Source: an optimization exercise on an open RTL-to-GDS flow (aim: small area, a short achievable clock period and few clock cycles). Production flows keep margins and buffers that such runs may drop.
In this exercise RTL edits were held to simulation tests only and were not proved equivalent to the original.

==> flow/flow/run.sh <==
#!/bin/bash
# Own layout flow: the standard layout (standard.sh, unchanged synthesis
# and steps) with plain sky130_fd_sc_hd__buf_1 cells as the port buffers
# instead of the default delay buffers. make's full output goes to
# standard_make.log here; ORFS keeps each step's log under orfs/logs.
set -euo pipefail
bash standard.sh "BUFFER_PORTS_ARGS=-buffer_cell sky130_fd_sc_hd__buf_1" finish > standard_make.log 2>&1
==> flow/standard.sh <==
#!/bin/bash
# synth_recipe.tcl (not shown) runs the flow's synth.tcl, then flattens the netlist and writes it again
# the make line also repeats each setting of config.mk as NAME=value (left out here)
make -C /OpenROAD-flow-scripts/flow DESIGN_CONFIG=/design/flow/config.mk WORK_HOME=/design/flow/orfs CLKGATE_MAP_FILE= SYNTH_SCRIPT=/design/flow/synth_recipe.tcl "${@:-finish}"
==> flow/config.mk <==
export PLATFORM = sky130hd
export DESIGN_NAME = antialiased_line_rasterizer_core
export DESIGN_NICKNAME = antialiased_line_rasterizer_core
export VERILOG_FILES = /design/flow/design.v
export SDC_FILE = /design/flow/constraint.sdc
export NUM_CORES = 4
export LEC_CHECK = 0
export ABC_CLOCK_PERIOD_IN_PS = 5500
export CAP_MARGIN = 20
export CORE_MARGIN = 2
export CORE_UTILIZATION = 60
export SETUP_SLACK_MARGIN = 5
export SLEW_MARGIN = 20
==> flow/constraint.sdc <==
create_clock -name core_clock -period 10.5 [get_ports {clk}]
set_input_delay 2.1000 -clock core_clock [delete_from_list [all_inputs] [get_ports {clk}]]
set_output_delay 2.1000 -clock core_clock [all_outputs]
set_load 0.01 [all_outputs]
==> flow/design.v <==
`timescale 1ns / 1ps
module aalr_sqr12 (
    input  logic [11:0] m,
    output logic [23:0] t
);
    wire pp0_1 = m[0] & m[1];
    wire pp0_2 = m[0] & m[2];
    wire pp0_3 = m[0] & m[3];
    wire pp0_4 = m[0] & m[4];
    wire pp0_5 = m[0] & m[5];
    wire pp0_6 = m[0] & m[6];
    wire pp0_7 = m[0] & m[7];
    wire pp0_8 = m[0] & m[8];
    wire pp0_9 = m[0] & m[9];
    wire pp0_10 = m[0] & m[10];
    wire pp0_11 = m[0] & m[11];
    wire pp1_2 = m[1] & m[2];
    wire pp1_3 = m[1] & m[3];
    wire pp1_4 = m[1] & m[4];
    wire pp1_5 = m[1] & m[5];
    wire pp1_6 = m[1] & m[6];
    wire pp1_7 = m[1] & m[7];
    wire pp1_8 = m[1] & m[8];
    wire pp1_9 = m[1] & m[9];
    wire pp1_10 = m[1] & m[10];
    wire pp1_11 = m[1] & m[11];
    wire pp2_3 = m[2] & m[3];
    wire pp2_4 = m[2] & m[4];
    wire pp2_5 = m[2] & m[5];
    wire pp2_6 = m[2] & m[6];
    wire pp2_7 = m[2] & m[7];
    wire pp2_8 = m[2] & m[8];
    wire pp2_9 = m[2] & m[9];
    wire pp2_10 = m[2] & m[10];
    wire pp2_11 = m[2] & m[11];
    wire pp3_4 = m[3] & m[4];
    wire pp3_5 = m[3] & m[5];
    wire pp3_6 = m[3] & m[6];
    wire pp3_7 = m[3] & m[7];
    wire pp3_8 = m[3] & m[8];
    wire pp3_9 = m[3] & m[9];
    wire pp3_10 = m[3] & m[10];
    wire pp3_11 = m[3] & m[11];
    wire pp4_5 = m[4] & m[5];
    wire pp4_6 = m[4] & m[6];
    wire pp4_7 = m[4] & m[7];
    wire pp4_8 = m[4] & m[8];
    wire pp4_9 = m[4] & m[9];
    wire pp4_10 = m[4] & m[10];
    wire pp4_11 = m[4] & m[11];
    wire pp5_6 = m[5] & m[6];
    wire pp5_7 = m[5] & m[7];
    wire pp5_8 = m[5] & m[8];
    wire pp5_9 = m[5] & m[9];
    wire pp5_10 = m[5] & m[10];
    wire pp5_11 = m[5] & m[11];
    wire pp6_7 = m[6] & m[7];
    wire pp6_8 = m[6] & m[8];
    wire pp6_9 = m[6] & m[9];
    wire pp6_10 = m[6] & m[10];
    wire pp6_11 = m[6] & m[11];
    wire pp7_8 = m[7] & m[8];
    wire pp7_9 = m[7] & m[9];
    wire pp7_10 = m[7] & m[10];
    wire pp7_11 = m[7] & m[11];
    wire pp8_9 = m[8] & m[9];
    wire pp8_10 = m[8] & m[10];
    wire pp8_11 = m[8] & m[11];
    wire pp9_10 = m[9] & m[10];
    wire pp9_11 = m[9] & m[11];
    wire pp10_11 = m[10] & m[11];
    wire c1 = pp0_11 ^ pp1_10;
    wire c2 = pp0_11 & pp1_10;
    wire c3 = pp0_7 ^ pp1_6;
    wire c4 = pp0_7 & pp1_6;
    wire c5 = pp0_8 ^ pp1_7;
    wire c6 = pp0_8 & pp1_7;
    wire c7 = pp0_9 ^ pp1_8 ^ pp2_7;
    wire c8 = (pp0_9 & pp1_8) | (pp0_9 & pp2_7) | (pp1_8 & pp2_7);
    wire c9 = pp3_6 ^ pp4_5;
    wire c10 = pp3_6 & pp4_5;
    wire c11 = pp0_10 ^ pp1_9 ^ pp2_8;
    wire c12 = (pp0_10 & pp1_9) | (pp0_10 & pp2_8) | (pp1_9 & pp2_8);
    wire c13 = pp3_7 ^ pp4_6;
    wire c14 = pp3_7 & pp4_6;
    wire c15 = pp2_9 ^ pp3_8 ^ pp4_7;
    wire c16 = (pp2_9 & pp3_8) | (pp2_9 & pp4_7) | (pp3_8 & pp4_7);
    wire c17 = pp5_6 ^ m[6] ^ c1;
    wire c18 = (pp5_6 & m[6]) | (pp5_6 & c1) | (m[6] & c1);
    wire c19 = pp1_11 ^ pp2_10 ^ pp3_9;
    wire c20 = (pp1_11 & pp2_10) | (pp1_11 & pp3_9) | (pp2_10 & pp3_9);
    wire c21 = pp4_8 ^ pp5_7 ^ c2;
    wire c22 = (pp4_8 & pp5_7) | (pp4_8 & c2) | (pp5_7 & c2);
    wire c23 = pp2_11 ^ pp3_10 ^ pp4_9;
    wire c24 = (pp2_11 & pp3_10) | (pp2_11 & pp4_9) | (pp3_10 & pp4_9);
    wire c25 = pp5_8 ^ pp6_7 ^ m[7];
    wire c26 = (pp5_8 & pp6_7) | (pp5_8 & m[7]) | (pp6_7 & m[7]);
    wire c27 = pp3_11 ^ pp4_10 ^ pp5_9;
    wire c28 = (pp3_11 & pp4_10) | (pp3_11 & pp5_9) | (pp4_10 & pp5_9);
    wire c29 = pp4_11 ^ pp5_10 ^ pp6_9;
    wire c30 = (pp4_11 & pp5_10) | (pp4_11 & pp6_9) | (pp5_10 & pp6_9);
    wire c31 = pp0_5 ^ pp1_4;
    wire c32 = pp0_5 & pp1_4;
    wire c33 = pp0_6 ^ pp1_5;
    wire c34 = pp0_6 & pp1_5;
    wire c35 = pp2_5 ^ pp3_4 ^ m[4];
    wire c36 = (pp2_5 & pp3_4) | (pp2_5 & m[4]) | (pp3_4 & m[4]);
    wire c37 = pp2_6 ^ pp3_5 ^ c4;
    wire c38 = (pp2_6 & pp3_5) | (pp2_6 & c4) | (pp3_5 & c4);
    wire c39 = m[5] ^ c6 ^ c7;
    wire c40 = (m[5] & c6) | (m[5] & c7) | (c6 & c7);
    wire c41 = c8 ^ c10 ^ c11;
    wire c42 = (c8 & c10) | (c8 & c11) | (c10 & c11);
    wire c43 = c12 ^ c14 ^ c15;
    wire c44 = (c12 & c14) | (c12 & c15) | (c14 & c15);
    wire c45 = c16 ^ c18 ^ c19;
    wire c46 = (c16 & c18) | (c16 & c19) | (c18 & c19);
    wire c47 = c20 ^ c22 ^ c23;
    wire c48 = (c20 & c22) | (c20 & c23) | (c22 & c23);
    wire c49 = pp6_8 ^ c24 ^ c26;
    wire c50 = (pp6_8 & c24) | (pp6_8 & c26) | (c24 & c26);
    wire c51 = pp7_8 ^ m[8] ^ c28;
    wire c52 = (pp7_8 & m[8]) | (pp7_8 & c28) | (m[8] & c28);
    wire c53 = pp5_11 ^ pp6_10 ^ pp7_9;
    wire c54 = (pp5_11 & pp6_10) | (pp5_11 & pp7_9) | (pp6_10 & pp7_9);
    wire c55 = pp6_11 ^ pp7_10 ^ pp8_9;
    wire c56 = (pp6_11 & pp7_10) | (pp6_11 & pp8_9) | (pp7_10 & pp8_9);
    wire c57 = pp0_3 ^ pp1_2;
    wire c58 = pp0_3 & pp1_2;
    wire c59 = pp0_4 ^ pp1_3;
    wire c60 = pp0_4 & pp1_3;
    wire c61 = pp2_3 ^ m[3] ^ c31;
    wire c62 = (pp2_3 & m[3]) | (pp2_3 & c31) | (m[3] & c31);
    wire c63 = pp2_4 ^ c32 ^ c33;
    wire c64 = (pp2_4 & c32) | (pp2_4 & c33) | (c32 & c33);
    wire c65 = c3 ^ c34 ^ c35;
    wire c66 = (c3 & c34) | (c3 & c35) | (c34 & c35);
    wire c67 = c5 ^ c36 ^ c37;
    wire c68 = (c5 & c36) | (c5 & c37) | (c36 & c37);
    wire c69 = c9 ^ c38 ^ c39;
    wire c70 = (c9 & c38) | (c9 & c39) | (c38 & c39);
    wire c71 = c13 ^ c40 ^ c41;
    wire c72 = (c13 & c40) | (c13 & c41) | (c40 & c41);
    wire c73 = c17 ^ c42 ^ c43;
    wire c74 = (c17 & c42) | (c17 & c43) | (c42 & c43);
    wire c75 = c21 ^ c44 ^ c45;
    wire c76 = (c21 & c44) | (c21 & c45) | (c44 & c45);
    wire c77 = c25 ^ c46 ^ c47;
    wire c78 = (c25 & c46) | (c25 & c47) | (c46 & c47);
    wire c79 = c27 ^ c48 ^ c49;
    wire c80 = (c27 & c48) | (c27 & c49) | (c48 & c49);
    wire c81 = c29 ^ c50 ^ c51;
    wire c82 = (c29 & c50) | (c29 & c51) | (c50 & c51);
    wire c83 = c30 ^ c52 ^ c53;
    wire c84 = (c30 & c52) | (c30 & c53) | (c52 & c53);
    wire c85 = m[9] ^ c54 ^ c55;
    wire c86 = (m[9] & c54) | (m[9] & c55) | (c54 & c55);
    wire c87 = pp7_11 ^ pp8_10 ^ c56;
    wire c88 = (pp7_11 & pp8_10) | (pp7_11 & c56) | (pp8_10 & c56);
    wire c89 = pp8_11 ^ pp9_10 ^ m[10];
    wire c90 = (pp8_11 & pp9_10) | (pp8_11 & m[10]) | (pp9_10 & m[10]);
    wire [23:0] ra = {1'b0, pp10_11, pp9_11, c88, c86, c84, c82, c80, c78, c76, c74, c72, c70, c68, c66, c64, c62, c60, c58, m[2], pp0_2, pp0_1, 1'b0, m[0]};
    wire [23:0] rb = {1'b0, m[11], c90, c89, c87, c85, c83, c81, c79, c77, c75, c73, c71, c69, c67, c65, c63, c61, c59, c57, 1'b0, m[1], 1'b0, 1'b0};
    assign t = ra + rb;
endmodule
module aalr_sqadd12 (
    input  logic [11:0] m,
    input  logic [23:0] a,
    output logic [24:0] t
);
    wire pp0_1 = m[0] & m[1];
    wire pp0_2 = m[0] & m[2];
    wire pp0_3 = m[0] & m[3];
    wire pp0_4 = m[0] & m[4];
    wire pp0_5 = m[0] & m[5];
    wire pp0_6 = m[0] & m[6];
    wire pp0_7 = m[0] & m[7];
    wire pp0_8 = m[0] & m[8];
    wire pp0_9 = m[0] & m[9];
    wire pp0_10 = m[0] & m[10];
    wire pp0_11 = m[0] & m[11];
    wire pp1_2 = m[1] & m[2];
    wire pp1_3 = m[1] & m[3];
    wire pp1_4 = m[1] & m[4];
    wire pp1_5 = m[1] & m[5];
    wire pp1_6 = m[1] & m[6];
    wire pp1_7 = m[1] & m[7];
    wire pp1_8 = m[1] & m[8];
    wire pp1_9 = m[1] & m[9];
    wire pp1_10 = m[1] & m[10];
    wire pp1_11 = m[1] & m[11];
    wire pp2_3 = m[2] & m[3];
    wire pp2_4 = m[2] & m[4];
    wire pp2_5 = m[2] & m[5];
    wire pp2_6 = m[2] & m[6];
    wire pp2_7 = m[2] & m[7];
    wire pp2_8 = m[2] & m[8];
    wire pp2_9 = m[2] & m[9];
    wire pp2_10 = m[2] & m[10];
    wire pp2_11 = m[2] & m[11];
    wire pp3_4 = m[3] & m[4];
    wire pp3_5 = m[3] & m[5];
    wire pp3_6 = m[3] & m[6];
    wire pp3_7 = m[3] & m[7];
    wire pp3_8 = m[3] & m[8];
    wire pp3_9 = m[3] & m[9];
    wire pp3_10 = m[3] & m[10];
    wire pp3_11 = m[3] & m[11];
    wire pp4_5 = m[4] & m[5];
    wire pp4_6 = m[4] & m[6];
    wire pp4_7 = m[4] & m[7];
    wire pp4_8 = m[4] & m[8];
    wire pp4_9 = m[4] & m[9];
    wire pp4_10 = m[4] & m[10];
    wire pp4_11 = m[4] & m[11];
    wire pp5_6 = m[5] & m[6];
    wire pp5_7 = m[5] & m[7];
    wire pp5_8 = m[5] & m[8];
    wire pp5_9 = m[5] & m[9];
    wire pp5_10 = m[5] & m[10];
    wire pp5_11 = m[5] & m[11];
    wire pp6_7 = m[6] & m[7];
    wire pp6_8 = m[6] & m[8];
    wire pp6_9 = m[6] & m[9];
    wire pp6_10 = m[6] & m[10];
    wire pp6_11 = m[6] & m[11];
    wire pp7_8 = m[7] & m[8];
    wire pp7_9 = m[7] & m[9];
    wire pp7_10 = m[7] & m[10];
    wire pp7_11 = m[7] & m[11];
    wire pp8_9 = m[8] & m[9];
    wire pp8_10 = m[8] & m[10];
    wire pp8_11 = m[8] & m[11];
    wire pp9_10 = m[9] & m[10];
    wire pp9_11 = m[9] & m[11];
    wire pp10_11 = m[10] & m[11];
    wire c1 = pp0_9 ^ pp1_8;
    wire c2 = pp0_9 & pp1_8;
    wire c3 = pp0_10 ^ pp1_9;
    wire c4 = pp0_10 & pp1_9;
    wire c5 = pp0_11 ^ pp1_10 ^ pp2_9;
    wire c6 = (pp0_11 & pp1_10) | (pp0_11 & pp2_9) | (pp1_10 & pp2_9);
    wire c7 = pp3_8 ^ pp4_7;
    wire c8 = pp3_8 & pp4_7;
    wire c9 = pp1_11 ^ pp2_10 ^ pp3_9;
    wire c10 = (pp1_11 & pp2_10) | (pp1_11 & pp3_9) | (pp2_10 & pp3_9);
    wire c11 = pp2_11 ^ pp3_10 ^ pp4_9;
    wire c12 = (pp2_11 & pp3_10) | (pp2_11 & pp4_9) | (pp3_10 & pp4_9);
    wire c13 = pp0_5 ^ pp1_4;
    wire c14 = pp0_5 & pp1_4;
    wire c15 = pp0_6 ^ pp1_5;
    wire c16 = pp0_6 & pp1_5;
    wire c17 = pp0_7 ^ pp1_6 ^ pp2_5;
    wire c18 = (pp0_7 & pp1_6) | (pp0_7 & pp2_5) | (pp1_6 & pp2_5);
    wire c19 = pp3_4 ^ m[4];
    wire c20 = pp3_4 & m[4];
    wire c21 = pp0_8 ^ pp1_7 ^ pp2_6;
    wire c22 = (pp0_8 & pp1_7) | (pp0_8 & pp2_6) | (pp1_7 & pp2_6);
    wire c23 = pp3_5 ^ a[9];
    wire c24 = pp3_5 & a[9];
    wire c25 = pp2_7 ^ pp3_6 ^ pp4_5;
    wire c26 = (pp2_7 & pp3_6) | (pp2_7 & pp4_5) | (pp3_6 & pp4_5);
    wire c27 = m[5] ^ a[10] ^ c1;
    wire c28 = (m[5] & a[10]) | (m[5] & c1) | (a[10] & c1);
    wire c29 = pp2_8 ^ pp3_7 ^ pp4_6;
    wire c30 = (pp2_8 & pp3_7) | (pp2_8 & pp4_6) | (pp3_7 & pp4_6);
    wire c31 = a[11] ^ c2 ^ c3;
    wire c32 = (a[11] & c2) | (a[11] & c3) | (c2 & c3);
    wire c33 = pp5_6 ^ m[6] ^ a[12];
    wire c34 = (pp5_6 & m[6]) | (pp5_6 & a[12]) | (m[6] & a[12]);
    wire c35 = c4 ^ c5 ^ c7;
    wire c36 = (c4 & c5) | (c4 & c7) | (c5 & c7);
    wire c37 = pp4_8 ^ pp5_7 ^ a[13];
    wire c38 = (pp4_8 & pp5_7) | (pp4_8 & a[13]) | (pp5_7 & a[13]);
    wire c39 = c6 ^ c8 ^ c9;
    wire c40 = (c6 & c8) | (c6 & c9) | (c8 & c9);
    wire c41 = pp5_8 ^ pp6_7 ^ m[7];
    wire c42 = (pp5_8 & pp6_7) | (pp5_8 & m[7]) | (pp6_7 & m[7]);
    wire c43 = a[14] ^ c10 ^ c11;
    wire c44 = (a[14] & c10) | (a[14] & c11) | (c10 & c11);
    wire c45 = pp3_11 ^ pp4_10 ^ pp5_9;
    wire c46 = (pp3_11 & pp4_10) | (pp3_11 & pp5_9) | (pp4_10 & pp5_9);
    wire c47 = pp6_8 ^ a[15] ^ c12;
    wire c48 = (pp6_8 & a[15]) | (pp6_8 & c12) | (a[15] & c12);
    wire c49 = pp4_11 ^ pp5_10 ^ pp6_9;
    wire c50 = (pp4_11 & pp5_10) | (pp4_11 & pp6_9) | (pp5_10 & pp6_9);
    wire c51 = pp7_8 ^ m[8] ^ a[16];
    wire c52 = (pp7_8 & m[8]) | (pp7_8 & a[16]) | (m[8] & a[16]);
    wire c53 = pp5_11 ^ pp6_10 ^ pp7_9;
    wire c54 = (pp5_11 & pp6_10) | (pp5_11 & pp7_9) | (pp6_10 & pp7_9);
    wire c55 = pp6_11 ^ pp7_10 ^ pp8_9;
    wire c56 = (pp6_11 & pp7_10) | (pp6_11 & pp8_9) | (pp7_10 & pp8_9);
    wire c57 = pp0_3 ^ pp1_2;
    wire c58 = pp0_3 & pp1_2;
    wire c59 = pp0_4 ^ pp1_3;
    wire c60 = pp0_4 & pp1_3;
    wire c61 = pp2_3 ^ m[3] ^ a[6];
    wire c62 = (pp2_3 & m[3]) | (pp2_3 & a[6]) | (m[3] & a[6]);
    wire c63 = pp2_4 ^ a[7] ^ c14;
    wire c64 = (pp2_4 & a[7]) | (pp2_4 & c14) | (a[7] & c14);
    wire c65 = a[8] ^ c16 ^ c17;
    wire c66 = (a[8] & c16) | (a[8] & c17) | (c16 & c17);
    wire c67 = c18 ^ c20 ^ c21;
    wire c68 = (c18 & c20) | (c18 & c21) | (c20 & c21);
    wire c69 = c22 ^ c24 ^ c25;
    wire c70 = (c22 & c24) | (c22 & c25) | (c24 & c25);
    wire c71 = c26 ^ c28 ^ c29;
    wire c72 = (c26 & c28) | (c26 & c29) | (c28 & c29);
    wire c73 = c30 ^ c32 ^ c33;
    wire c74 = (c30 & c32) | (c30 & c33) | (c32 & c33);
    wire c75 = c34 ^ c36 ^ c37;
    wire c76 = (c34 & c36) | (c34 & c37) | (c36 & c37);
    wire c77 = c38 ^ c40 ^ c41;
    wire c78 = (c38 & c40) | (c38 & c41) | (c40 & c41);
    wire c79 = c42 ^ c44 ^ c45;
    wire c80 = (c42 & c44) | (c42 & c45) | (c44 & c45);
    wire c81 = c46 ^ c48 ^ c49;
    wire c82 = (c46 & c48) | (c46 & c49) | (c48 & c49);
    wire c83 = a[17] ^ c50 ^ c52;
    wire c84 = (a[17] & c50) | (a[17] & c52) | (c50 & c52);
    wire c85 = m[9] ^ a[18] ^ c54;
    wire c86 = (m[9] & a[18]) | (m[9] & c54) | (a[18] & c54);
    wire c87 = pp7_11 ^ pp8_10 ^ a[19];
    wire c88 = (pp7_11 & pp8_10) | (pp7_11 & a[19]) | (pp8_10 & a[19]);
    wire c89 = pp8_11 ^ pp9_10 ^ m[10];
    wire c90 = (pp8_11 & pp9_10) | (pp8_11 & m[10]) | (pp9_10 & m[10]);
    wire c91 = pp0_1 ^ m[1];
    wire c92 = pp0_1 & m[1];
    wire c93 = pp0_2 ^ a[3];
    wire c94 = pp0_2 & a[3];
    wire c95 = m[2] ^ a[4] ^ c57;
    wire c96 = (m[2] & a[4]) | (m[2] & c57) | (a[4] & c57);
    wire c97 = a[5] ^ c58 ^ c59;
    wire c98 = (a[5] & c58) | (a[5] & c59) | (c58 & c59);
    wire c99 = c13 ^ c60 ^ c61;
    wire c100 = (c13 & c60) | (c13 & c61) | (c60 & c61);
    wire c101 = c15 ^ c62 ^ c63;
    wire c102 = (c15 & c62) | (c15 & c63) | (c62 & c63);
    wire c103 = c19 ^ c64 ^ c65;
    wire c104 = (c19 & c64) | (c19 & c65) | (c64 & c65);
    wire c105 = c23 ^ c66 ^ c67;
    wire c106 = (c23 & c66) | (c23 & c67) | (c66 & c67);
    wire c107 = c27 ^ c68 ^ c69;
    wire c108 = (c27 & c68) | (c27 & c69) | (c68 & c69);
    wire c109 = c31 ^ c70 ^ c71;
    wire c110 = (c31 & c70) | (c31 & c71) | (c70 & c71);
    wire c111 = c35 ^ c72 ^ c73;
    wire c112 = (c35 & c72) | (c35 & c73) | (c72 & c73);
    wire c113 = c39 ^ c74 ^ c75;
    wire c114 = (c39 & c74) | (c39 & c75) | (c74 & c75);
    wire c115 = c43 ^ c76 ^ c77;
    wire c116 = (c43 & c76) | (c43 & c77) | (c76 & c77);
    wire c117 = c47 ^ c78 ^ c79;
    wire c118 = (c47 & c78) | (c47 & c79) | (c78 & c79);
    wire c119 = c51 ^ c80 ^ c81;
    wire c120 = (c51 & c80) | (c51 & c81) | (c80 & c81);
    wire c121 = c53 ^ c82 ^ c83;
    wire c122 = (c53 & c82) | (c53 & c83) | (c82 & c83);
    wire c123 = c55 ^ c84 ^ c85;
    wire c124 = (c55 & c84) | (c55 & c85) | (c84 & c85);
    wire c125 = c56 ^ c86 ^ c87;
    wire c126 = (c56 & c86) | (c56 & c87) | (c86 & c87);
    wire c127 = a[20] ^ c88 ^ c89;
    wire c128 = (a[20] & c88) | (a[20] & c89) | (c88 & c89);
    wire c129 = pp9_11 ^ a[21] ^ c90;
    wire c130 = (pp9_11 & a[21]) | (pp9_11 & c90) | (a[21] & c90);
    wire c131 = pp10_11 ^ m[11] ^ a[22];
    wire c132 = (pp10_11 & m[11]) | (pp10_11 & a[22]) | (m[11] & a[22]);
    wire [24:0] ra = {1'b0, a[23], c130, c128, c126, c124, c122, c120, c118, c116, c114, c112, c110, c108, c106, c104, c102, c100, c98, c96, c94, c92, a[2], a[1], m[0]};
    wire [24:0] rb = {1'b0, c132, c131, c129, c127, c125, c123, c121, c119, c117, c115, c113, c111, c109, c107, c105, c103, c101, c99, c97, c95, c93, c91, 1'b0, a[0]};
    assign t = ra + rb;
endmodule
`timescale 1ns / 1ps
module antialiased_line_rasterizer_core #(
    parameter int COORD_BITS = 12,
    parameter int FRAC_BITS  = 12
) (
    input  logic clk,
    input  logic rst_n,
    input  logic s_axis_tvalid,
    output logic s_axis_tready,
    input  logic [((4*COORD_BITS+7)/8)*8-1:0] s_axis_tdata,
    input  logic s_axis_tuser,
    output logic m_axis_tvalid,
    input  logic m_axis_tready,
    output logic [((2*COORD_BITS+48+7)/8)*8-1:0] m_axis_tdata,
    output logic m_axis_tlast,
    input  logic cfg_we,
    input  logic [23:0] cfg_wdata
);
    logic [23:0] stroke_reg;
    always_ff @(posedge clk or negedge rst_n)
    begin
        if (!rst_n)
            stroke_reg <= '0;
        else if (cfg_we)
            stroke_reg <= cfg_wdata;
    end
    logic        f1_v, f1_user;
    logic        p_occ;
    logic [12:0] fe_rem;         
    logic [12:0] p_owed, a_owed;
    logic        s1_v, out_v;
    logic [3:0]  e_ph;           
    logic        e_done, e_last;
    logic        p_dy0, p_deq;           
    assign e_last = (e_ph == 4'd14);        
    assign e_done = (e_ph[3:1] == 3'b111) || p_dy0 || p_deq;
    logic f1_start, p_busy, p_free;
    assign f1_start = f1_v && !f1_user;
    assign p_busy   = p_occ || f1_start;
    assign p_free   = !p_busy || (p_occ && e_done && (a_owed == '0));
    assign s_axis_tready = s_axis_tuser || p_free;
    logic in_acc;
    assign in_acc = s_axis_tvalid && s_axis_tready;
    logic [11:0] p_xs, p_ys, p_dx, p_dy;
    logic        p_bx, p_by;
    logic [12:0] in_dx, in_dy;
    logic        f_ok;
    assign in_dx = {1'b0, s_axis_tdata[35:24]} - {1'b0, s_axis_tdata[11:0]};
    assign in_dy = {1'b0, s_axis_tdata[47:36]} - {1'b0, s_axis_tdata[23:12]};
    assign f_ok  = !p_bx && !p_by && (p_dy <= p_dx);
    logic p_load, step_inc, inc_p, inc_a;
    assign p_load   = f1_start && f_ok;
    assign step_inc = f1_v && f1_user && (fe_rem != '0);
    assign inc_p    = step_inc && p_occ;
    assign inc_a    = step_inc && !p_occ;
    logic en, issue, xfer;
    assign en    = !out_v || m_axis_tready;
    assign issue = en && (a_owed != '0);
    assign xfer  = p_occ && e_done && ((a_owed == '0) || ((a_owed == 13'd1) && en));
    logic [12:0] a_owed_inc, a_owed_dec;
    assign a_owed_inc = a_owed + {12'd0, inc_a};
    assign a_owed_dec = inc_a ? a_owed : (a_owed - 13'd1);
    always_ff @(posedge clk or negedge rst_n)
    begin
        if (!rst_n)
        begin
            f1_v   <= 1'b0;
            f1_user <= 1'b0;
            p_occ  <= 1'b0;
            fe_rem <= '0;
            p_owed <= '0;
            a_owed <= '0;
            s1_v   <= 1'b0;
            out_v  <= 1'b0;
        end
        else
        begin
            f1_v <= in_acc;
            f1_user <= s_axis_tuser;
            if (p_load)
                fe_rem <= {1'b0, p_dx} + 13'd1;
            else if (step_inc)
                fe_rem <= fe_rem - 13'd1;
            if (p_load)
                p_occ <= 1'b1;
            else if (xfer)
                p_occ <= 1'b0;
            if (p_load || xfer)
                p_owed <= '0;
            else if (inc_p)
                p_owed <= p_owed + 13'd1;
            if (xfer)
                a_owed <= p_owed + {12'd0, inc_p};
            else if (issue)
                a_owed <= a_owed_dec;
            else
                a_owed <= a_owed_inc;
            if (en)
            begin
                s1_v <= issue;
                out_v <= s1_v;
            end
        end
    end
    logic [24:0] e_R, e_S;
    logic [1:0]  e_pair;
    logic [11:0] e_rx, e_ry;
    logic [12:0] e_remx, e_remy;
    logic [24:0] sq_out;
    aalr_sqadd12 u_esq (
        .m(e_ph[0] ? p_dy : p_dx),
        .a(e_ph[0] ? e_R[23:0] : 24'd0),
        .t(sq_out)
    );
    logic [26:0] dv1, dv2;
    logic [24:0] dr1, dr2;
    logic        dq1, dq2;
    assign dv1 = {1'b0, e_R, 1'b0} - {2'b00, e_S};
    assign dq1 = !dv1[26];
    assign dr1 = dq1 ? dv1[24:0] : {e_R[23:0], 1'b0};
    assign dv2 = {1'b0, dr1, 1'b0} - {2'b00, e_S};
    assign dq2 = !dv2[26];
    assign dr2 = dq2 ? dv2[24:0] : {dr1[23:0], 1'b0};
    logic [14:0] sx_r, sy_r;
    logic [15:0] sx_d, sy_d;
    logic        sx_ok, sy_ok;
    assign sx_r  = {e_remx, e_pair};
    assign sy_r  = {e_remy, ~e_pair};
    assign sx_d  = {1'b0, sx_r} - {2'b00, e_rx, 2'b01};
    assign sy_d  = {1'b0, sy_r} - {2'b00, e_ry, 2'b01};
    assign sx_ok = !sx_d[15];
    assign sy_ok = !sy_d[15];
    always_ff @(posedge clk)
    begin
        if (f1_start)
        begin
            p_dy0 <= (p_dy == '0);
            p_deq <= (p_dy == p_dx);
        end
        if (p_free)
        begin
            p_xs <= s_axis_tdata[11:0];
            p_ys <= s_axis_tdata[23:12];
            p_dx <= in_dx[11:0];
            p_dy <= in_dy[11:0];
            p_bx <= in_dx[12];
            p_by <= in_dy[12];
        end
        if (p_free)
            e_ph <= '0;
        else if (e_ph != 4'd15)
        begin
            e_ph <= e_ph + 4'd1;
            if (e_ph == 4'd0)
            begin
                e_rx <= '0;
                e_ry <= '0;
                e_remx <= '0;
                e_remy <= '0;
            end
            if (e_ph == 4'd0)
                e_R <= sq_out;
            else if (e_ph == 4'd1)
                e_S <= sq_out;
            else if (e_ph <= 4'd13)
            begin
                e_R <= dr2;
                e_pair <= {dq1, dq2};
            end
            if (e_ph >= 4'd3)
            begin
                e_remx <= sx_ok ? sx_d[12:0] : sx_r[12:0];
                e_rx <= {e_rx[10:0], sx_ok};
                e_remy <= sy_ok ? sy_d[12:0] : sy_r[12:0];
                e_ry <= {e_ry[10:0], sy_ok};
            end
        end
    end
    logic [11:0] f_rx, f_ry;
    assign f_rx = e_last ? {e_rx[10:0], sx_ok} : e_rx;
    assign f_ry = e_last ? {e_ry[10:0], sy_ok} : e_ry;
    logic        p_dx0;
    logic [12:0] u_across;
    logic [11:0] u_along;
    assign p_dx0 = (p_dx == '0);
    assign u_across = p_dy0 ? (p_dx0 ? 13'd0 : 13'd4096) :
                      p_deq ? 13'd2896 : {1'b0, f_rx};
    assign u_along  = p_dy0 ? 12'd0 : p_deq ? 12'd2896 : f_ry;
    logic [11:0] a_x, a_y, a_rem, a_dy;
    logic signed [14:0] a_dec;
    logic signed [12:0] a_dmdx;
    logic signed [15:0] a_d;
    logic [12:0] a_across;
    logic [11:0] a_along;
    logic a_pos;
    assign a_pos = !a_dec[14] && (a_dec != '0);
    logic signed [16:0] d_sum;
    logic signed [15:0] d_next;
    assign d_sum = {a_d[15], a_d} + {5'd0, a_along}
                 + (a_pos ? ~{4'd0, a_across} : 17'd0) + {16'd0, a_pos};
    assign d_next = (d_sum > 17'sd32767) ? 16'sh7fff :
                    (d_sum < -17'sd32768) ? 16'sh8000 : d_sum[15:0];
    always_ff @(posedge clk)
    begin
        if (xfer)
        begin
            a_x <= p_xs;
            a_y <= p_ys;
            a_rem <= p_dx;
            a_dy <= p_dy;
            a_dmdx <= $signed({1'b0, p_dy}) - $signed({1'b0, p_dx});
            a_dec <= $signed({2'b00, p_dy, 1'b0}) - $signed({3'b000, p_dx});
            a_d <= '0;
            a_across <= u_across;
            a_along <= u_along;
        end
        else if (issue)
        begin
            a_x <= a_x + 12'd1;
            a_rem <= a_rem - 12'd1;
            a_d <= d_next;
            if (a_pos)
            begin
                a_y <= a_y + 12'd1;
                a_dec <= a_dec + {a_dmdx[12], a_dmdx, 1'b0};
            end
            else
                a_dec <= a_dec + {2'b00, a_dy, 1'b0};
        end
    end
    logic signed [16:0] r_up, r_dn;
    assign r_up = {a_d[15], a_d} + $signed({4'd0, a_across});
    assign r_dn = {a_d[15], a_d} - $signed({4'd0, a_across});
    function automatic logic [11:0] mag(input logic [16:0] r);
        logic [11:0] n;
        n = ~r[11:0] + 12'd1;
        if (r[16])
            mag = ((&r[15:12]) && (|r[11:0])) ? n : 12'hfff;
        else
            mag = (|r[15:12]) ? 12'hfff : r[11:0];
    endfunction
    logic [11:0] s1_up, s1_mid, s1_dn;
    logic [11:0] s1_x, s1_y;
    logic        s1_last;
    logic [23:0] t_up, t_mid, t_dn;
    aalr_sqr12 u_sq_up  (.m(s1_up),  .t(t_up));
    aalr_sqr12 u_sq_mid (.m(s1_mid), .t(t_mid));
    aalr_sqr12 u_sq_dn  (.m(s1_dn),  .t(t_dn));
    function automatic logic [16:0] covq(input logic [23:0] t);
        covq = {(t[7:0] > t[15:8]), t[15:8], t[23:16]};
    endfunction
    function automatic logic [7:0] alpha(input logic [16:0] q);
        logic c;
        c = (q[15:8] > q[7:0]) || ((q[15:8] == q[7:0]) && q[16]);
        alpha = ~q[7:0] - {7'd0, c};
    endfunction
    logic [16:0] o_up, o_mid, o_dn;
    logic [11:0] o_x, o_y;
    logic        o_last;
    always_ff @(posedge clk)
    begin
        if (en)
        begin
            s1_up <= mag(r_up);
            s1_mid <= mag({a_d[15], a_d});
            s1_dn <= mag(r_dn);
            s1_x <= a_x;
            s1_y <= a_y;
            s1_last <= (a_rem == '0);
            o_up <= covq(t_up);
            o_mid <= covq(t_mid);
            o_dn <= covq(t_dn);
            o_x <= s1_x;
            o_y <= s1_y;
            o_last <= s1_last;
        end
    end
    assign m_axis_tvalid = out_v;
    assign m_axis_tdata  = {stroke_reg, alpha(o_dn), alpha(o_mid), alpha(o_up), o_y, o_x};
    assign m_axis_tlast  = o_last;
endmodule
==> results.txt, run 1 <==
status=no timing/DRC/antenna violations; post-DR wirelength/cell=between 15 and 20 um; unrepaired setup endpoints after global routing=false; Max FO, Critical Path=19; DRC=0; Synth cell types=100; commonest non-fill, non-tap cell in the layout=inv_1; Avg Vias per Cell=between 5 and 6; num rows=between 90 and 100; GRT Util Overall=26.4%; Layout Cells excl Fill=~5400; number of global-route vias before repair=30200; final instance area=44800 um2; Critical-path top delay cell=edfxtp_1; CP cell instances=inv_2 > ha_4 > a21o_1 > or3_1 > o21a_4 > o21ai_4 > o21ai_4 > a22oi_4 > and2_4 > buf_12 > mux2_2 > ha_2 > or3_4 > o211ai_4 > a31oi_4 > a2111oi_4 > o21ai_2 > a41oi_2 > o211a_4 > inv_8 > mux2_4 > mux2_4; Min-Delay Path Class=flip-flop to flip-flop; Placed Area=41900 um2; share of layout cells above drive strength 1=between 8 and 9%; synthesized flop and latch total=480; Clk Latency, worst-skew pair=~0.67 ns; dpl cells=~5200; Final Hold Fails=0; via count=30600; Worst Path Required=10.91 ns; DIE AREA=69500 um2; Layout area overhead=10.8%; synthesized cell area=between 40000 and 50000 um2; Slew @ Worst Pin=between 1 and 1.5 ns; GPL Wtd Cong=0.944; synth warn=1; Pins Over Slew Limit=0; final setup TNS=0 ns; Final min period=approximately 5.4 ns; TritonRoute pass-1 iters=5; # hold bufs at CTS=0; fmax=~0.19 GHz; I/O pins=roughly 150; CP Launch Type=flip-flop; DP Wirelength=just under 70000 um; fillers=~5500; first-pass GRT wire length=around 150000 um; GR Overflow Total=0; largest cells by area after synthesis=edfxtp_1 (29%), ha_1 (12%), fa_1 (7.9%); Max Root-Sink Buffers=3; fin crit share=51.4%; net count after synthesis=4938; tightest slew margin relative to the limit=29.6%; total CTS buffers=56; area leader, netlist=edfxtp_1; Crit path largest cell delay=~0.38 ns; Clock Sinks=between 400 and 500; Worst-path clk slew=~0.060 ns; I/O Buffers=approximately 150; CORE AREA=between 60000 and 70000 um2; Worst Reg2Reg Path Length in Cells=22; Post-Route WL=roughly 92000 um; CTS tree=built; Max Cap Viol=0; largest net degree at the start of global routing=74; fraction of registers with async set/reset=between 10 and 15%; clock root cell=clkbuf_16; H-tree depth=2; antenna-violating nets left=0; antenna violations before repair=2; die width=about 260 um; Die Ht=roughly 260 um; CP Data Arrival Time=5.81 ns; post-route core utilization=between 60% and 70%; Syn Area/Cell=9.36 um2; hold path cells=0; sequential area share after synthesis=around 34%; WHS=around 0.42 ns; Setup-failing EPs final=0; nets=between 5000 and 6000; ys flop type=edfxtp_1; first-iteration detailed-routing DRC count=1684; most frequent cells in the layout=inv_1 (480), edfxtp_1 (392), nor2_1 (368); Initial Util=between 60% and 70%; worst clock skew=between 0.07 and 0.08 ns; CP endpoint kind=flip-flop; WS Path Type=flip-flop to flip-flop; share of the synthesized area in the top cell type=about 29%; Post-synth EDFFs=approximately 400; Mapped Cells=roughly 4300
[per-layer routing]
| metal | track usage, % | vias to the layer above | share of wire [%] |
|---|---|---|---|
| met5 | 0 | - | 0 |
| met1 | 33.7 | 14600 | 43 |
| li1 | - | 15200 | - |
| met3 | 2.89 | 164 | 4.1 |
| met4 | 9.45 | 0 | 3.5 |
| met2 | 46.5 | 633 | 49 |
[critical path, delay by kind of cell, from the launching register on]
family	cells	cell delay, ns
fa+ha+maj	2	0.40
mux	3	0.90
simple gates	3	0.87
compound gates	11	2.25
flops	1	0.38
buf+inv	3	0.31
[per-stage QoR]
| stage | setup slack (ns) |
|---|---|
| 2_1_floorplan | 4.80 |
| 3_3_place_gp | 4.02 |
| 3_5_place_dp | 3.94 |
| 4_1_cts | 4.95 |
| 5_1_grt | 4.95 |
| 6_report | 5.10 |
[synthesized netlist by cell type, types with 48 or more instances]
library cell and number:
nor2b_1 60, o21a_1 48, fa_1 160, a21oi_1 253, nand2b_1 58, nand2_1 337, ha_1 379, a21o_1 79
and2_1 185, xnor2_1 204, xor2_1 117, nor3_1 88, dfrtp_1 68, clkbuf_1 126, o21ai_0 181, nand3_1 96
a31oi_1 56, nor2_1 373, inv_1 486, edfxtp_1 392
[final timing paths]
check	start	to	slack, ns
min in group asynchronous	rst_n	stroke_reg[21]$_DFFE_PN0P_	1.36
max in group asynchronous	rst_n	a_owed[10]$_DFFE_PN0P_	8.51
worst max-delay path	e_S[5]$_DFFE_PP_	e_R[21]$_DFFE_PP_	5.10
worst min-delay path	s1_y[10]$_DFFE_PN_	o_y[10]$_DFFE_PN_	0.42
worst max register to register	e_S[5]$_DFFE_PP_	e_R[21]$_DFFE_PP_	5.10
worst min register to register	s1_y[10]$_DFFE_PN_	o_y[10]$_DFFE_PN_	0.42
[cells by family after synthesis]
| logic type | Yosys count | synth area share (%) |
|---|---|---|
| buffers and inverters | 637 | 6.05 |
| DFF | 480 | 34.3 |
| muxes | 82 | 2.18 |
| AOI/OAI and AO/OA | 860 | 13.7 |
| adders and majority gates | 554 | 20.0 |
| xor gates and xnor gates | 321 | 6.95 |
| and+or+nand+nor | 1387 | 16.8 |
[final cells by class]
type / instances / area [um2] / share of cell area, %
Clock buffer: 74 / 1520 / 3.39
Inverter: 489 / 1860 / 4.15
Clock inverter: 31 / 373 / 0.832
Tap cell: 873 / 1090 / 2.44
Sequential cell: 480 / 13900 / 31.0
Antenna cell: 2 / 5.00 / 0.0112
Timing Repair Buffer: 229 / 1310 / 2.93
Multi-Input combinational cell: 3205 / 24800 / 55.3
[repair_timing]
item / in CTS / in global routing
resized for setup: 34 / 70
setup endpoints to repair: 35 / 36
pin swaps: 3 / 20
gates cloned: 2 / 3
setup buffers: 12 / 36
Testbench counts, summed over its fixed seeds: cycles 18,817.
==> run 2, diff against run 1 <==
--- a/flow/config.mk
+++ b/flow/config.mk
@@ -6,8 +6,10 @@
 export NUM_CORES = 4
 export LEC_CHECK = 0
-export ABC_CLOCK_PERIOD_IN_PS = 5500
+export ABC_CLOCK_PERIOD_IN_PS = 4500
 export CAP_MARGIN = 20
 export CORE_MARGIN = 2
 export CORE_UTILIZATION = 60
+export CTS_CLUSTER_DIAMETER = 80
+export CTS_CLUSTER_SIZE = 40
 export SETUP_SLACK_MARGIN = 5
 export SLEW_MARGIN = 20
==> results.txt, run 2 <==
status=no timing/DRC/antenna violations; area leader, netlist=edfxtp_1; num rows=95 (unchanged); GRT Util Overall=26.1% (-0.28 points); Max Root-Sink Buffers=3 (unchanged); DP Wirelength=67800 um (unchanged); Placement Setup Slack=3.94 ns (unchanged); die width=264 um (unchanged); H-tree depth=2 (unchanged); Pins Over Slew Limit=0 (unchanged); synth warn=1 (unchanged); CP Launch Type=flip-flop; Die Ht=264 um (unchanged); Min-Delay Path Class=flip-flop to flip-flop; CP Data Arrival Time=5.77 ns (-0.04 ns); Post-synth EDFFs=392 (unchanged); synthesized flop and latch total=480 (unchanged); share of layout cells above drive strength 1=7.17% (-1.1 points); Hold Path Origin=s1_x[4]$_DFFE_PN_; largest cells by area after synthesis=edfxtp_1 (29%), ha_1 (12%), fa_1 (7.9%); Clock Sinks=480 (unchanged); largest net degree at the start of global routing=74 (unchanged); total CTS buffers=37 (-34%); Clk Latency, worst-skew pair=0.60 ns (-0.07 ns); sequential area share after synthesis=34.3% (unchanged); fraction of registers with async set/reset=14.2% (unchanged); worst clock skew=0.0439 ns (-0.0309 ns); dpl cells=5222 (unchanged); post-DR wirelength/cell=17.1 um (-0.26%); Avg Vias per Cell=5.70 (+0.25%); RR Endpoint=e_R[21]$_DFFE_PP_; Initial Util=60.4% (unchanged); final worst setup slack=5.07 ns (-0.0287 ns); share of the synthesized area in the top cell type=29.1% (unchanged); first-iteration detailed-routing DRC count=1704 (+1.2%); fin crit share=51.7% (+0.27 points); Worst-path clk slew=0.10 ns (+0.04 ns); DIE AREA=69500 um2 (unchanged); first-pass GRT wire length=149000 um (-1.0%); nets=5050 (-0.55%); synthesized cell area=40400 um2 (unchanged); Syn Area/Cell=9.36 um2 (unchanged); GR Overflow Total=0 (unchanged); most instantiated cells after synthesis=inv_1 (486), edfxtp_1 (392), ha_1 (379); Synth cell types=100 (unchanged); Placed Area=41900 um2 (unchanged); I/O Buffers=152 (unchanged); commonest non-fill, non-tap cell in the layout=inv_1; Compound-Gate Fraction of Synth Area=13.7% (unchanged); hold worst-path end=o_x[4]$_DFFE_PN_; via count=30400 (-0.61%); ys flop type=edfxtp_1; Layout Cells excl Fill=5337 (-0.85%); net count after synthesis=4938 (unchanged); final instance area=44100 um2 (-1.5%); unrepaired setup endpoints after global routing=true; WS Path Type=flip-flop to flip-flop; hold path cells=0 (unchanged); Final min period=5.43 ns (+0.0287 ns); worst r2r src=e_S[5]$_DFFE_PP_; tightest slew margin relative to the limit=29.7% (+0.096 points); most frequent cell after synthesis=inv_1; Synth Area in Adders=20.0% (unchanged); multiplexer share of the synthesized area=2.18% (unchanged); Mapped Cells=4321 (unchanged); clock root cell=clkbuf_16; CTS tree=built; Worst Reg2Reg Path Length in Cells=22 (unchanged); number of global-route vias before repair=29900 (-0.94%); xor and xnor area share after synthesis=6.95% (unchanged); antenna-violating nets left=0 (unchanged); Layout area overhead=9.13%; antenna violations before repair=3 (+1); Post-Route WL=91300 um (-1.1%); fillers=5608 (+1.9%); Post-Synth Simple-Gate Area=16.8% (unchanged); Max FO, Critical Path=19 (unchanged); Slew @ Worst Pin=1.05 ns (-0.00144 ns); DRC=0 (unchanged); Worst Path Required=10.84 ns (-0.07 ns); CORE AREA=66900 um2 (unchanged); fmax=0.184 GHz (-0.53%); post-route core utilization=66.0% (-1.0 points); largest family of logic cells by synthesized area=adder cells; final setup TNS=0 ns (unchanged); Max Cap Viol=0 (unchanged); CP endpoint kind=flip-flop; GPL Wtd Cong=0.944 (unchanged); most frequent cells in the layout=inv_1 (482), edfxtp_1 (392), nor2_1 (372); TritonRoute pass-1 iters=5 (unchanged); I/O pins=153 (unchanged); R2R setup slack=5.07 ns (-0.03 ns); Setup-failing EPs final=0 (unchanged); Final Hold Fails=0 (unchanged)
[run 2: cell counts after synthesis]
No cell type changed its count.
[run 2: worst max-delay path by stage]
stage                                     from                  end  depth (start not counted)
final                         e_S[5]$_DFFE_PP_    e_R[21]$_DFFE_PP_                         22
after global routing         p_dx[1]$_DFFE_PP_    e_R[21]$_DFFE_PP_                         21
after CTS                 e_ph[0]$_SDFFE_PP0N_    e_R[21]$_DFFE_PP_                         23
after detailed placement      e_R[4]$_DFFE_PP_    e_R[21]$_DFFE_PP_                         22
after global placement        e_R[4]$_DFFE_PP_    e_R[21]$_DFFE_PP_                         22
after floorplan                  m_axis_tready  a_dec[10]$_DFFE_PP_                          8
[run 2: cell type report]
class / count / area (um2) / area share, %
sequential: 480 / 13900 / 31.4
multi-input combinational: 3205 / 24700 / 55.9
inverter: 489 / 1860 / 4.20
clock inverter: 26 / 373 / 0.845
antenna: 2 / 5.00 / 0.0113
timing repair buffer: 220 / 1260 / 2.85
clock buffer: 42 / 991 / 2.25
tap: 873 / 1090 / 2.47
[run 2: what timing repair did]
| item | in CTS | in global routing |
|---|---|---|
| hold buffers | 0 | 0 |
| resized for setup | 39 | 36 |
| setup endpoints to repair | 35 | 34 |
| buffers inserted | 13 | 25 |
| pin swaps | 4 | 12 |
| cloned | 2 | 4 |
[run 2: cells by family after synthesis]
kind of cell | after synthesis
DFF | 480
adders and majority gates | 554
AOI/OAI and AO/OA | 860
xor gates and xnor gates | 321
and+or+nand+nor | 1387
muxes | 82
buffers and inverters | 637
[run 2: per-layer routing]
metal,part of all wire (%),track usage (%)
met1,44,33.4
met2,49,45.9
met3,3.3,2.58
met4,3.6,9.78
met5,0,0
[run 2: worst max-delay path, stage by stage (launching register included)]
cell and delay, ns:
edfxtp_1 0.39, inv_2 0.09, ha_4 0.22, a21o_1 0.18, or3_1 0.33, o21a_4 0.25, o21ai_4 0.16, o21ai_4 0.09
a22oi_4 0.18, and2_4 0.22, buf_12 0.15, mux2_2 0.35, ha_2 0.19, or3_4 0.36, o211ai_4 0.23, a31oi_4 0.16
a2111oi_4 0.35, o21ai_2 0.11, a41oi_2 0.26, o211a_4 0.23, inv_6 0.09, mux2_4 0.31, mux2_4 0.25
[run 2: per-stage QoR]
stage	hold slack (ns)
after global routing	0.431
after global placement	0.401
after floorplan	0.400
after CTS	0.429
final	0.424
after detailed placement	0.405
==> run 3, diff against run 2 <==
--- a/flow/config.mk
+++ b/flow/config.mk
@@ -11,5 +11,5 @@
 export CORE_UTILIZATION = 60
 export CTS_CLUSTER_DIAMETER = 80
-export CTS_CLUSTER_SIZE = 40
+export CTS_CLUSTER_SIZE = 30
 export SETUP_SLACK_MARGIN = 5
 export SLEW_MARGIN = 20
==> results.txt, run 3 <==
status=no timing/DRC/antenna violations; DIE AREA=69500 um2 (unchanged); Placement Setup Slack=3.94 ns (unchanged); # hold bufs at CTS=0 (unchanged); GR peak layer=met2; antenna-violating nets left=0 (unchanged); number of global-route vias before repair=29900 (-0.017%); Post-Route WL=91400 um (about the same); fin crit share=51.7% (+0.057 points); Worst Path Required=10.84 ns (about the same); multiplexer share of the synthesized area=2.18% (unchanged); Critical Path Source=e_S[5]$_DFFE_PP_; fillers=5610 (+0.036%); commonest non-fill, non-tap cell in the layout=inv_1; Final Hold Fails=0 (unchanged); GR Util met3=2.68% (+0.10 points); share of layout cells above drive strength 1=7.13% (-0.045 points); Max Root-Sink Buffers=3 (unchanged); total CTS buffers=37 (unchanged); TritonRoute pass-1 iters=5 (unchanged); most frequent cells in the layout=inv_1 (482), edfxtp_1 (392), nor2_1 (372); ys flop type=edfxtp_1; met1 global-route usage=33.4% (-0.068 points); synthesized flop and latch total=480 (unchanged); Min-Delay Path Class=flip-flop to flip-flop; Max Cap Viol=0 (unchanged); Clk Latency, worst-skew pair=0.60 ns (about the same); antenna violations before repair=3 (unchanged); Die Ht=264 um (unchanged); Layout area overhead=8.95%; Initial Util=60.4% (unchanged); DRC=0 (unchanged); fraction of registers with async set/reset=14.2% (unchanged); GPL Wtd Cong=0.944 (unchanged); Synth cell types=100 (unchanged); Global Route met2 Usage=45.9% (-0.050 points); CP endpoint kind=flip-flop; share of the synthesized area in the top cell type=29.1% (unchanged); post-DR wirelength/cell=17.1 um (about the same); largest family of logic cells by synthesized area=adder cells; most frequent cell after synthesis=inv_1; CP Launch Type=flip-flop; largest net degree at the start of global routing=74 (unchanged); CP Data Arrival Time=5.77 ns (about the same); FF+latch area=13900 um2 (unchanged); Synth Area in Adders=20.0% (unchanged); final instance area=44100 um2 (-0.16%); synthesized cell area=40400 um2 (unchanged); worst r2r src=e_S[5]$_DFFE_PP_; first-iteration detailed-routing DRC count=1695 (-0.53%); multi-input logic area=24700 um2 (about the same); clock root cell=clkbuf_16; tightest slew margin relative to the limit=29.5% (-0.16 points); largest cells by area after synthesis=edfxtp_1 (29%), ha_1 (12%), fa_1 (7.9%); final worst setup slack=5.07 ns (-0.00600 ns); Placed Area=41900 um2 (unchanged); Avg Vias per Cell=5.69 (about the same); GRT Util Overall=26.1% (about the same); Clock Sinks=480 (unchanged); net count after synthesis=4938 (unchanged); Pins Over Slew Limit=0 (unchanged); final setup TNS=0 ns (unchanged); Mapped Cells=4321 (unchanged); unrepaired setup endpoints after global routing=true; worst clock skew=0.0494 ns (+0.00555 ns); via count=30400 (-0.013%); Layout Cells excl Fill=5337 (unchanged); CTS tree=built; R2R setup slack=5.07 ns (about the same); die width=264 um (unchanged); RR Endpoint=e_R[21]$_DFFE_PP_; Compound-Gate Fraction of Synth Area=13.7% (unchanged); CORE AREA=66900 um2 (unchanged); Slew @ Worst Pin=1.06 ns (+0.00243 ns); Syn Area/Cell=9.36 um2 (unchanged); Post-Synth Simple-Gate Area=16.8% (unchanged); H-tree depth=2 (unchanged); Worst Reg2Reg Path Length in Cells=22 (unchanged); sequential area share after synthesis=34.3% (unchanged); CP Capture Point=e_R[21]$_DFFE_PP_; DP Wirelength=67800 um (unchanged); Final min period=5.43 ns (+0.00600 ns); dpl cells=5222 (unchanged); first-pass GRT wire length=149000 um (-0.10%); Post-synth EDFFs=392 (unchanged); Setup-failing EPs final=0 (unchanged); I/O pins=153 (unchanged); GR Overflow Total=0 (unchanged); I/O Buffers=152 (unchanged); fmax=0.184 GHz (-0.11%); Worst-path clk slew=0.10 ns (about the same); nets=5050 (unchanged); Max FO, Critical Path=19 (unchanged); num rows=95 (unchanged); WS Path Type=flip-flop to flip-flop; most instantiated cells after synthesis=inv_1 (486), edfxtp_1 (392), ha_1 (379); xor and xnor area share after synthesis=6.95% (unchanged); area leader, netlist=edfxtp_1; synth warn=1 (unchanged)
## run 3: cell types whose count changed in the layout (fill, tap and decap cells not counted), sizes merged
cell	change
bufinv	-3
clkinvlp	+2
clkinv	+1
## run 3: cell type report
| cell class | count | area share (%) |
|---|---|---|
| multi-input cells | 3205 | 56.0 |
| diodes | 2 | 0.0114 |
| well taps | 873 | 2.48 |
| flip-flops and latches | 480 | 31.5 |
| clock inverters | 26 | 0.690 |
| repair buffers | 220 | 2.86 |
| inverters | 489 | 4.21 |
| clock buffers | 42 | 2.25 |
## run 3: worst min-delay path by stage
stage | from | end | slack (ns) | cells past startpoint
after CTS | s1_x[8]$_DFFE_PN_ | o_x[8]$_DFFE_PN_ | 0.43 | 0
after floorplan | s1_last$_DFFE_PN_ | o_last$_DFFE_PN_ | 0.40 | 0
after global placement | s1_y[10]$_DFFE_PN_ | o_y[10]$_DFFE_PN_ | 0.40 | 0
final | s1_x[0]$_DFFE_PN_ | o_x[0]$_DFFE_PN_ | 0.43 | 0
after detailed placement | s1_y[3]$_DFFE_PN_ | o_y[3]$_DFFE_PN_ | 0.40 | 0
after global routing | s1_x[3]$_DFFE_PN_ | o_x[3]$_DFFE_PN_ | 0.43 | 0
## run 3: metrics by stage
stage / hold WS [ns] / utilization, %
detailed placement: 0.405 / 62.7
finish: 0.428 / 65.9
global placement: 0.401 / 62.6
floorplan: 0.400 / -
CTS: 0.431 / 65.1
global route: 0.434 / 65.8
## run 3: logic make-up after synthesis
| family | after synthesis |
|---|---|
| compound gates | 860 |
| xor+xnor | 321 |
| fa+ha+maj | 554 |
| buf+inv | 637 |
| flops | 480 |
| mux | 82 |
| simple gates | 1387 |
## run 3: routing by layer
| metal | up-vias | part of all wire [%] |
|---|---|---|
| met5 | - | 0 |
| met4 | 0 | 3.6 |
| li1 | 15200 | - |
| met3 | 152 | 3.5 |
| met1 | 14500 | 44 |
| met2 | 562 | 49 |
## run 3: repair_timing
item / CTS / global route
cloned: 2 / 4
setup endpoints to repair: 35 / 33
setup buffers: 13 / 25
resized for setup: 39 / 35
pin swaps: 4 / 12
## run 3: worst max-delay path: stages (launching register included)
cell and delay [ns]:
edfxtp_1 0.39, inv_2 0.09, ha_4 0.22, a21o_1 0.18, or3_1 0.33, o21a_4 0.25, o21ai_4 0.16, o21ai_4 0.09
a22oi_4 0.18, and2_4 0.22, buf_12 0.15, mux2_2 0.35, ha_2 0.19, or3_4 0.36, o211ai_4 0.23, a31oi_4 0.16
a2111oi_4 0.36, o21ai_2 0.11, a41oi_2 0.26, o211a_4 0.23, inv_6 0.09, mux2_4 0.31, mux2_4 0.25
==> run 4, diff against run 3 <==
--- a/flow/config.mk
+++ b/flow/config.mk
@@ -7,5 +7,5 @@
 export LEC_CHECK = 0
 export ABC_CLOCK_PERIOD_IN_PS = 4500
-export CAP_MARGIN = 20
+export CAP_MARGIN = 5
 export CORE_MARGIN = 2
 export CORE_UTILIZATION = 60
@@ -13,3 +13,3 @@
 export CTS_CLUSTER_SIZE = 30
 export SETUP_SLACK_MARGIN = 5
-export SLEW_MARGIN = 20
+export SLEW_MARGIN = 5
==> results.txt, run 4 <==
status=no timing/DRC/antenna violations; Synth cell types=100 (unchanged); Max Root-Sink Buffers=3 (unchanged); FF+latch area=13900 um2 (unchanged); total CTS buffers=36 (-2.7%); GPL Wtd Cong=0.944 (unchanged); GR Overflow Total=0 (unchanged); Die Ht=264 um (unchanged); Initial Util=60.4% (unchanged); CORE AREA=66900 um2 (unchanged); Post-Route WL=91300 um (about the same); Setup-failing EPs final=0 (unchanged); Avg Vias per Cell=5.68 (-0.35%); I/O pins=153 (unchanged); tightest slew margin relative to the limit=18.2% (-11 points); most frequent cells in the layout=inv_1 (479), edfxtp_1 (392), nor2_1 (366); number of global-route vias before repair=29600 (-0.98%); ys flop type=edfxtp_1; net count after synthesis=4938 (unchanged); antenna violations before repair=2 (-1); Layout area overhead=9.45%; RR Endpoint=e_R[21]$_DFFE_PP_; GRT Util Overall=26.1% (-0.045 points); first-iteration detailed-routing DRC count=1669 (-1.5%); DRC=0 (unchanged); multi-input logic area=24800 um2 (+0.43%); fillers=5612 (+0.036%); fin crit share=51.7% (-0.086 points); DIE AREA=69500 um2 (unchanged); TritonRoute pass-1 iters=5 (unchanged); Clk Latency, worst-skew pair=0.60 ns (about the same); share of layout cells above drive strength 1=7.84% (+0.71 points); unrepaired setup endpoints after global routing=true; via count=30400 (-0.086%); Pins Over Slew Limit=0 (unchanged); # hold bufs at CTS=0 (unchanged); clock root cell=clkbuf_16; CP endpoint kind=flip-flop; final setup TNS=0 ns (unchanged); most instantiated cells after synthesis=inv_1 (486), edfxtp_1 (392), ha_1 (379); Syn Area/Cell=9.36 um2 (unchanged); Final min period=5.42 ns (-0.00900 ns); final instance area=44300 um2 (+0.46%); Hold Path Origin=s1_x[8]$_DFFE_PN_; Clock Sinks=480 (unchanged); commonest non-fill, non-tap cell in the layout=inv_1; synthesized flop and latch total=480 (unchanged); share of the synthesized area in the top cell type=29.1% (unchanged); CTS tree=built; R2R setup slack=5.08 ns (about the same); Mapped Cells=4321 (unchanged); area leader, netlist=edfxtp_1; synthesized cell area=40400 um2 (unchanged); num rows=95 (unchanged); final worst setup slack=5.08 ns (+0.00900 ns); fmax=0.184 GHz (+0.17%); largest cells by area after synthesis=edfxtp_1 (29%), ha_1 (12%), fa_1 (7.9%); hold worst-path end=o_x[8]$_DFFE_PN_; Worst-path clk slew=0.10 ns (about the same); Max Cap Viol=0 (unchanged); Placed Area=41900 um2 (about the same); Max FO, Critical Path=7 (-12); DP Wirelength=67800 um (about the same); antenna-violating nets left=0 (unchanged); Worst Reg2Reg Path Length in Cells=21 (-4.5%); largest net degree at the start of global routing=74 (unchanged); CP Launch Type=flip-flop; nets=5068 (+0.36%); synth warn=1 (unchanged); WS Path Type=flip-flop to flip-flop; Worst Path Required=10.84 ns (about the same); H-tree depth=2 (unchanged); Placement Setup Slack=3.94 ns (-0.00122 ns); most frequent cell after synthesis=inv_1; CP Data Arrival Time=5.76 ns (about the same); die width=264 um (unchanged); sequential area share after synthesis=34.3% (unchanged); Post-synth EDFFs=392 (unchanged); Slew @ Worst Pin=1.22 ns (+0.161 ns); post-DR wirelength/cell=17.1 um (-0.32%); Final Hold Fails=0 (unchanged); worst r2r src=e_R[4]$_DFFE_PP_; I/O Buffers=152 (unchanged); fraction of registers with async set/reset=14.2% (unchanged); first-pass GRT wire length=149000 um (-0.26%); Min-Delay Path Class=flip-flop to flip-flop; worst clock skew=0.0355 ns (-0.0139 ns); hold path cells=0 (unchanged)
## run 4: worst max-delay path by stage
stage / from / endpoint / slack (ns) / depth (start not counted)
CTS: e_R[4]$_DFFE_PP_ / e_R[21]$_DFFE_PP_ / 5.00 / 22
detailed placement: e_R[4]$_DFFE_PP_ / e_R[21]$_DFFE_PP_ / 3.94 / 22
global placement: e_R[4]$_DFFE_PP_ / e_R[21]$_DFFE_PP_ / 4.02 / 22
finish: e_R[4]$_DFFE_PP_ / e_R[21]$_DFFE_PP_ / 5.08 / 21
global route: e_R[4]$_DFFE_PP_ / e_R[21]$_DFFE_PP_ / 4.94 / 21
floorplan: m_axis_tready / a_dec[10]$_DFFE_PP_ / 4.80 / 8
## run 4: logic make-up after synthesis
group,Yosys count,share of synthesized area (%)
simple gates,1387,16.8
compound gates,860,13.7
buf+inv,637,6.05
fa+ha+maj,554,20.0
flops,480,34.3
xor+xnor,321,6.95
mux,82,2.18
## run 4: per-stage QoR
step           hold slack, ns  std cells  util, %
2_1_floorplan           0.400       4321        -
3_3_place_gp            0.401       5222     62.6
3_5_place_dp            0.405       5222     62.6
4_1_cts                 0.431       5304     65.1
5_1_grt                 0.434       5351     66.2
6_report                0.429       5351     66.2
## run 4: critical path, stage by stage, from the launching register on
cell and delay (ns):
edfxtp_1 0.44, ha_4 0.25, a21o_1 0.20, or3_4 0.33
o21a_4 0.25, o21ai_4 0.18, o21ai_4 0.10, a22oi_4 0.17
and2_4 0.22, buf_12 0.15, mux2_4 0.33, ha_4 0.17
or3_4 0.40, o211ai_4 0.23, a31oi_4 0.16, a2111oi_4 0.35
o21ai_2 0.11, a41oi_2 0.25, o211a_4 0.25, clkinv_8 0.07
mux2_4 0.29, mux2_4 0.25
## run 4: per-layer routing
layer / share of wire, % / global-route usage (%) / wire length [um] / vias to the layer above
li1: - / - / - / 15200
met2: 49 / 46.2 / 45100 / 586
met1: 44 / 33.5 / 40100 / 14400
met4: 3.1 / 8.49 / 2860 / 0
met3: 3.6 / 2.54 / 3330 / 160
met5: 0 / 0 / 0 / -
## run 4: layout make-up
class	instances	area share (%)
antenna	1	0.00565
clock buffer	38	2.10
clock inverter	26	0.707
inverter	489	4.21
multi-input combinational	3205	56.0
sequential	480	31.3
tap	873	2.47
timing repair buffer	239	3.17
## run 4: what timing repair did
| action | CTS | global route |
|---|---|---|
| setup endpoints to repair | 36 | 33 |
| setup buffers | 14 | 43 |
| cloned | 4 | 3 |
| pin swaps | 5 | 27 |
| resized for setup | 39 | 65 |

re-timing with driven ports:
Ports are ideal in the flow. The routed layouts listed here were re-timed in OpenROAD. Step 1 sets driving cells, clkbuf_16 on the clock port and buf_2 on the other inputs (assumed; they add their load-dependent delay and slew). Step 2 adds t to the input delays and takes it off the output delays; t is the mean of the earliest and latest rising clock arrival at the registers after step 1. Input paths then give back, and output paths get back, about the clock's delay inside the block. a / b / c = ideal ports / drivers / drivers and shift; a / b = the first two.
run | t (ns) | setup WS [ns] | latest minus earliest clock arrival (ns) | pins driven straight from the clock port
run 1 | 0.700 | 5.101 / 5.101 / 5.101 | 0.079 / 0.079 | 1
run 2 | 0.649 | 5.073 / 5.073 / 5.073 | 0.048 / 0.048 | 1
run 3 | 0.647 | 5.067 / 5.067 / 5.067 | 0.054 / 0.053 | 1
run 4 | 0.653 | 5.076 / 5.076 / 5.076 | 0.046 / 0.045 | 1
After both steps every run listed still meets setup and hold.
